This design comes from an exercise in tuning for small area, a short achievable clock period and few clock cycles per item on the open sky130 flow, not from production work.
In this exercise RTL edits were held to simulation tests only and were not proved equivalent to the original.
Power figures rest on the tool's default switching activity, not on a simulated workload.

run 1:
==> flow/design.v (excerpt) <==
module linked_piece_set_table (
    input  logic        clk,
    input  logic        rst_n,
    input  logic        s_tvalid,
    output logic        s_tready,
    input  logic [15:0] s_tdata,
    output logic        m_tvalid,
    input  logic        m_tready,
    output logic [7:0]  m_tdata
);
export LEC_CHECK = 0
export ABC_CLOCK_PERIOD_IN_PS = 2500
export CAP_MARGIN = 20
export CORE_MARGIN = 2
export CORE_UTILIZATION = 55
export SETUP_SLACK_MARGIN = 4.0
export SLEW_MARGIN = 20
create_clock -name core_clock -period 6.5 [get_ports {clk}]
run.sh (not shown) runs the stock make flow with config.mk's settings and CLKGATE_MAP_FILE= SYNTH_SCRIPT=/design/flow/synth_recipe.tcl, a recipe that flattens the netlist after the stock synthesis.
Run 1 closes out successfully: all stages finished, all timing, DRC and antenna checks passed.
Testbench counts of run 1, summed over its fixed seeds: cycles 24,016, items 24,000.
> inputs changed (run 1 -> run 2)
- a change of CORE_UTILIZATION from 55 to 40
- a deleted ABC_CLOCK_PERIOD_IN_PS that had been 2500
- an added ABC_AREA of 1
Findings:
The higher net count of the mapped netlist of run 2 and run 1 is in run 2. In run 2 the share of the cycle needed by the critical path after routing turned out 0.37 points higher than in run 1. Proportion of total power due to net switching up 0.21 points in run 2 wrt run 1. Compared with run 1, run 2 shows a final-layout fill cell count that is 2286 higher. Run 2 ends up with a setup slack that is 0.024 ns lower than in run 1. Summary — number of resized instances in the post-cts repair step, run 2 relative to run 1: higher, by 42. Run 1 and run 2 ended up with roughly the same clock network area share. Run 1 -> run 2: detailed route wirelength on metal3 increased by more than a quarter. Run 2 has time the final worst path needs with I/O delays and setup above what run 1 had.
--- input diff run 2..run 3 ---
- CTS_CLUSTER_DIAMETER newly set to 100
- TNS_END_PERCENT newly set to 0
- SETUP_SLACK_MARGIN changed from 4.0 to 4.1
- CTS_CLUSTER_SIZE newly set to 30
- ABC_AREA removed (was 1)
==> comparison <==
The final layout from run 3, which completed every stage, passed the timing, DRC and antenna checks at the end of the flow. Cmp run 3 vs run 2: layout overhead on the synthesized area lower in run 3. Of run 2 and run 3, run 2 shows the higher post-synthesis simple-gate area fraction, with run 3 below it. Relative to run 2, the routed wire length measured on run 3 has decreased by more than 10%. Run 2 → run 3: power consumption saw a decrease, clock period minus final worst setup slack saw an increase. In run 3 the final instance area turned out about 10% lower than in run 2. Run 3 vs run 2: share of the synthesized area in compound gates (AO/OA/AOI/OAI) down.
#### Input delta (run 4 over run 3)
- removing CTS_CLUSTER_DIAMETER (formerly 100)
- removing CTS_CLUSTER_SIZE (formerly 30)
- removing TNS_END_PERCENT (formerly 0)
- setting ABC_CLOCK_PERIOD_IN_PS to 2500 for the first time
- setting CTS_BUF_LIST to sky130_fd_sc_hd__clkbuf_4 sky130_fd_sc_hd__clkbuf_8 for the first time
- changing SETUP_SLACK_MARGIN from 4.1 to 4.0
[summary]
Run 4 against run 3: minimum clock period picked up an extra 0.013 ns, least setup slack across all paths after layout lost 0.013 ns. Relative to run 3, DRC marker count from the first detailed-route iteration has gone up in run 4.
## Diff of input files: run 5 against run 4
- a change of ABC_CLOCK_PERIOD_IN_PS from 2500 to 4000
- a deleted CTS_BUF_LIST that had been sky130_fd_sc_hd__clkbuf_4 sky130_fd_sc_hd__clkbuf_8
## What came out
From run 4 to run 5, portion of netlist area occupied by mux cells did not move at all. For the area of all placed cells without fillers, run 5 came in about 0.35% lower than run 4 did. Taking run 4 as the reference point, the sequential share of layout area of run 5 rises by 0.22 points. Against run 4, run 5 reports a fmax that is higher. Top-level port count came out exactly the same in run 4 and run 5. Run 5 has wire length of the first global-routing pass below what run 4 had. Delta (run 5 minus run 4): final worst-path setup slack has increased; wire length after detailed routing has decreased; H-tree depth has decreased. | detailed-route via count | run 5 vs run 4 | better |.
Input-level comparison between run 6 and run 5:
- SLEW_MARGIN changed from 20 to 0
- ABC_CLOCK_PERIOD_IN_PS removed (was 4000)
- CTS_CLUSTER_SIZE newly set to 30
- CTS_CLUSTER_DIAMETER newly set to 100
- CAP_MARGIN changed from 20 to 0
- SETUP_SLACK_MARGIN changed from 4.0 to 4.1
Notes after the runs:
The final layout from run 6, which completed every stage, passed the timing, DRC and antenna checks at the end of the flow.
[compare] base=run 5 new=run 6: share of final-layout standard cells stronger than drive strength 1 lower, clock network power consumption lower, wire length up 1.3%, routed metal-1 wirelength grew by 5.4%, CTS sink count ~0 delta.
Vias after detailed routing (run 6 over run 5): decrease, about 0.7%
Comparing run 6 and run 5, the higher power density over cell area is on run 5.
Run 6 ends up with a cell area that is about 2% lower than in run 5.
Utilization after layout: run 6 < run 5

## re-timing with driven ports
The flow's constraints put no driver on any port. The routed layouts listed below were extracted and timed again, unchanged, in two steps. Step 1: set_driving_cell puts a clkbuf_16 on clk and a buf_2 on each other input, an assumption about the parent block. Step 2, shift: input delay + t, output delay - t, t = (earliest + latest rising clock arrival at the registers) / 2. This alone moves slack from input paths to output paths. a / b / c = ideal / step 1 / step 2; a / b = the first two.
| run | t, ns | setup WS [ns] | worst slew at a driven data input, ns |
|---|---|---|---|
| run 1 | 0.660 | 4.005 / 4.005 / 3.429 | 0.06 |
| run 2 | 0.669 | 3.981 / 3.981 / 3.396 | 0.05 |
| run 3 | 0.633 | 3.941 / 3.888 / 3.355 | 0.05 |
| run 4 | 0.725 | 3.928 / 3.919 / 3.379 | 0.04 |
| run 5 | 0.669 | 3.993 / 3.987 / 3.475 | 0.05 |
| run 6 | 0.631 | 3.952 / 3.952 / 3.529 | 0.06 |
After both steps setup and hold are still met in every run listed. The setup slack of run 3, which loses most, moves by -0.053 ns with the drivers and by -0.586 ns with both steps.
